This design comes from an exercise in tuning for small area, a short achievable clock period and few clock cycles per item on the open sky130 flow, not from production work.
Function was checked by simulation only, so behaviour that the tests miss may differ from the original.
Power figures rest on the tool's default switching activity, not on a simulated workload.

## weighted_random_peer_select
module weighted_random_peer_select #(
	parameter int MAX_PEERS   = wrps_pkg::DEF_MAX_PEERS,
	parameter int WEIGHT_BITS = wrps_pkg::DEF_WEIGHT_BITS
) (
	input  logic                                clk,
	input  logic                                arst_n,
	input  logic                                s_tvalid,
	output logic                                s_tready,
	input  logic [wrps_pkg::S_TDATA_BITS-1:0]   s_tdata,
	input  logic [0:0]                          s_tuser,
	output logic                                m_tvalid,
	input  logic                                m_tready,
	output logic [wrps_pkg::M_TDATA_BITS-1:0]   m_tdata,
	output logic [wrps_pkg::STATUS_BITS-1:0]    m_tuser,
	input  logic                                cfg_valid,
	output logic                                cfg_ready,
	input  logic [wrps_pkg::CFG_INDEX_BITS-1:0] cfg_index,
	input  logic [wrps_pkg::CFG_DATA_BITS-1:0]  cfg_data
);
	localparam int CAP = 10;    
	localparam int QD  = 9;     
	logic [6:0]  pc_q;
	logic [5:0]  own_q;
	logic [6:0]  n_use;
	logic [63:0] nmask;
	logic [63:0] own_dec;
	assign cfg_ready = 1'b1;
	always_ff @(posedge clk or negedge arst_n) begin
		if (!arst_n) begin
			pc_q  <= 7'd64;
			own_q <= 6'd0;
		end else if (cfg_valid) begin
			if (cfg_index[0]) own_q <= cfg_data[5:0];
			else              pc_q  <= cfg_data;
		end
	end
	always_comb begin
		if (pc_q == 7'd0)      n_use = 7'd1;
		else if (pc_q > 7'd64) n_use = 7'd64;
		else                   n_use = pc_q;
		for (int i = 0; i < 64; i++) begin
			nmask[i]   = 7'(i) < n_use;
			own_dec[i] = own_q == 6'(i);
		end
	end
	logic       init_q;       
	logic       rc_busy_q;    
	logic [3:0] rc_cnt_q;     
	logic       rc_clr;       
	logic       rc_issue;
	logic [4:0] owed_q;
	logic       s_tready_q;
	logic       acc_fire;
	logic       take;
	assign rc_issue = rc_busy_q && !rc_cnt_q[3] && !init_q;
	logic rc_busy_d;
	logic rc_done;
	always_comb begin
  ...
Size: about 9300 cells after synthesis, ~2000 flip-flops, roughly 67 I/O pins, roughly 110000 um2 of cells after synthesis.
clock: 10.0 ns
lec_check: 0
cap_margin: 20
core_margin: 2
core_utilization: 30
place_density: 0.45
slew_margin: 20
standard.sh (not shown) runs the stock make flow with config.mk's settings and CLKGATE_MAP_FILE= SYNTH_SCRIPT=/design/flow/synth_recipe.tcl, a recipe that flattens the netlist after the stock synthesis.
==> flow/flow/run.sh <==
#!/bin/bash
set -euo pipefail
bash standard.sh SETUP_SLACK_MARGIN=6.3 finish > orfs_make.log 2>&1
Testbench counts at the start, summed over its fixed seeds: cycles 3,864, items 3,712.
Change:
--- a/flow/design.v
+++ b/flow/design.v
@@ -64,17 +64,19 @@
 	logic       rc_busy_q;    
 	logic [3:0] rc_cnt_q;     
 	logic       rc_clr;       
 	logic       rc_issue;
 	logic [4:0] owed_q;
 	logic       s_tready_q;
 	logic       acc_fire;
 	logic       take;
-	assign rc_issue = rc_busy_q && !rc_cnt_q[3] && !init_q;
+	logic [2:0] rc_last_g;
+	assign rc_last_g = 3'((n_use - 7'd1) >> 3);
+	assign rc_issue  = rc_busy_q && rc_cnt_q <= {1'b0, rc_last_g} && !init_q;
 	logic rc_busy_d;
 	logic rc_done;
 	always_comb begin
 		rc_busy_d = rc_busy_q;
 		if (cfg_valid)    rc_busy_d = 1'b1;
 		else if (rc_done) rc_busy_d = 1'b0;
 	end
 	always_ff @(posedge clk or negedge arst_n) begin
@@ -135,17 +137,17 @@
 	logic [5:0]  c1_k;
 	logic [15:0] c1_w, c1_eold;
 	logic [8:0]  c1_bone, c1_btwo, c1_bneg;    
 	logic [3:0]  c1_wh;
 	logic        c2_v, c2_op, c2_add;
 	logic [5:0]  c2_k;
 	logic [15:0] c2_w;
 	logic        c3_v, c3_op;
-	logic [7:0]  c3_ge;
+	logic [6:0]  c3_ge;
 	logic [5:0]  c3_k;
 	logic [15:0] c3_w;
 	logic        c4_v, c4_op;
 	logic [5:0]  c4_k;
 	logic [15:0] c4_w;
 	logic        own_wr_a_q;
 	logic        own_wr_g_q;
 	logic [15:0] s1_wold;
@@ -267,44 +269,45 @@
 		maj     = (c2_s & c2_c) | (c2_s & c2_d) | (c2_c & c2_d);
 		x       = c2_s ^ c2_c ^ c2_d;
 		y       = {maj[36:0], 1'b0};
 		s3_prod = x + y;
 	end
 	always_ff @(posedge clk or negedge arst_n) begin
 		if (!arst_n) begin
 			c3_v  <= 1'b0;
-			c3_ge <= 8'd0;
+			c3_ge <= 7'd0;
 		end else begin
 			c3_v <= c2_v;
-			for (int g = 0; g < 8; g++) c3_ge[g] <= c2_add && !cfg_valid && 3'(g) >= c2_k[5:3];
+			for (int g = 0; g < 7; g++) c3_ge[g] <= c2_add && !cfg_valid && 3'(g) >= c2_k[5:3];
 		end
 	end
 	always_ff @(posedge clk) begin
 		c3_op    <= c2_op;
 		c3_k     <= c2_k;
 		c3_w     <= c2_w;
 		c3_delta <= c2_delta;
 		c3_q     <= s3_prod[37:16];
 		c3_zero  <= c2_zero;
 	end
-	logic [7:0][21:0] pg_q;
+	logic [6:0][21:0] pg_q;
 	logic [7:0]       s4_cmp;
 	logic [7:0]       s4_h;
 	logic [21:0]      s4_prev;
 	logic [7:0]       c4_h;
 	logic [21:0]      c4_q, c4_prev;
 	logic             c4_zero;
 	always_comb begin
-		for (int g = 0; g < 8; g++) s4_cmp[g] = pg_q[g] > c3_q;
+		for (int g = 0; g < 7; g++) s4_cmp[g] = pg_q[g] > c3_q;
+		s4_cmp[7] = 1'b1;
 		s4_h    = s4_cmp & ~{s4_cmp[6:0], 1'b0};
 		s4_prev = 22'd0;
 		for (int g = 1; g < 8; g++) s4_prev = s4_prev | (s4_h[g] ? pg_q[g-1] : 22'd0);
 	end
-	for (genvar g = 0; g < 8; g++) begin : g_pg
+	for (genvar g = 0; g < 7; g++) begin : g_pg
 		always_ff @(posedge clk) begin
 			if (rc_clr)        pg_q[g] <= 22'd0;
 			else if (c3_ge[g]) pg_q[g] <= pg_q[g] + {c3_delta[20], c3_delta};
 		end
 	end
 	always_ff @(posedge clk or negedge arst_n) begin
 		if (!arst_n) c4_v <= 1'b0;
 		else         c4_v <= c3_v;
@@ -457,17 +460,17 @@
 	end
 	always_ff @(posedge clk) begin
 		c7_gs <= s7_f6;
 		c7_g  <= c6_g;
 	end
 	assign rc_inj  = c7_rc && !cfg_valid;
 	assign rc_gs   = c7_gs;
 	assign rc_g    = c7_g;
-	assign rc_done = c6_rc && c6_g == 3'd7;
+	assign rc_done = c6_rc && c6_g == rc_last_g;
 	logic [QD-1:0][7:0] q_d;
 	logic [3:0]         q_wp, q_rp;
 	logic [4:0]         q_n;
 	logic               out_v;
 	logic [7:0]         out_d;
 	logic               out_load;
 	logic               q_push, q_pop;
 	assign out_load = !out_v || m_tready;
Count of clock-buffer cells in the layout goes up by 5.
Cell count climbs by 1.7%.
Power went up by 7.4%.
Worst hold slack gets worse by 5.3 ps.
Die area falls by 0.78%.
Synthesized area is lower by 0.79%.
Non-clock buffer count climbs by 270.
Testbench counts after the change, summed over its fixed seeds: cycles 3,852, items 3,712.

separate check: timing with driven ports:
Ports are ideal in the flow. The routed layouts listed here were re-timed in OpenROAD.
Step 1, drivers: a clkbuf_16 drives clk and a buf_2 each remaining input, both assumed.
Step 2 moves the port delays by t, midway between the first and last clock arrival at a register: inputs arrive t later, outputs are due t later. That takes back most of the time a late clock gives input paths.
Three values: ideal ports, drivers, drivers and shift; two values: the first two.
run	t, ns	slack for setup (ns)	clock arrival spread, ns	worst slew at a driven data input, ns	cell pins on the clock port's net
the first run	1.029	6.179 / 6.179 / 5.432	0.154 / 0.154	0.18	1
the second run	1.071	5.934 / 5.934 / 5.414	0.175 / 0.175	0.07	1
After both steps setup and hold are still met in every run listed. The setup slack of the first run, which loses most, moves by 0.000 ns with the drivers and by -0.747 ns with both steps.
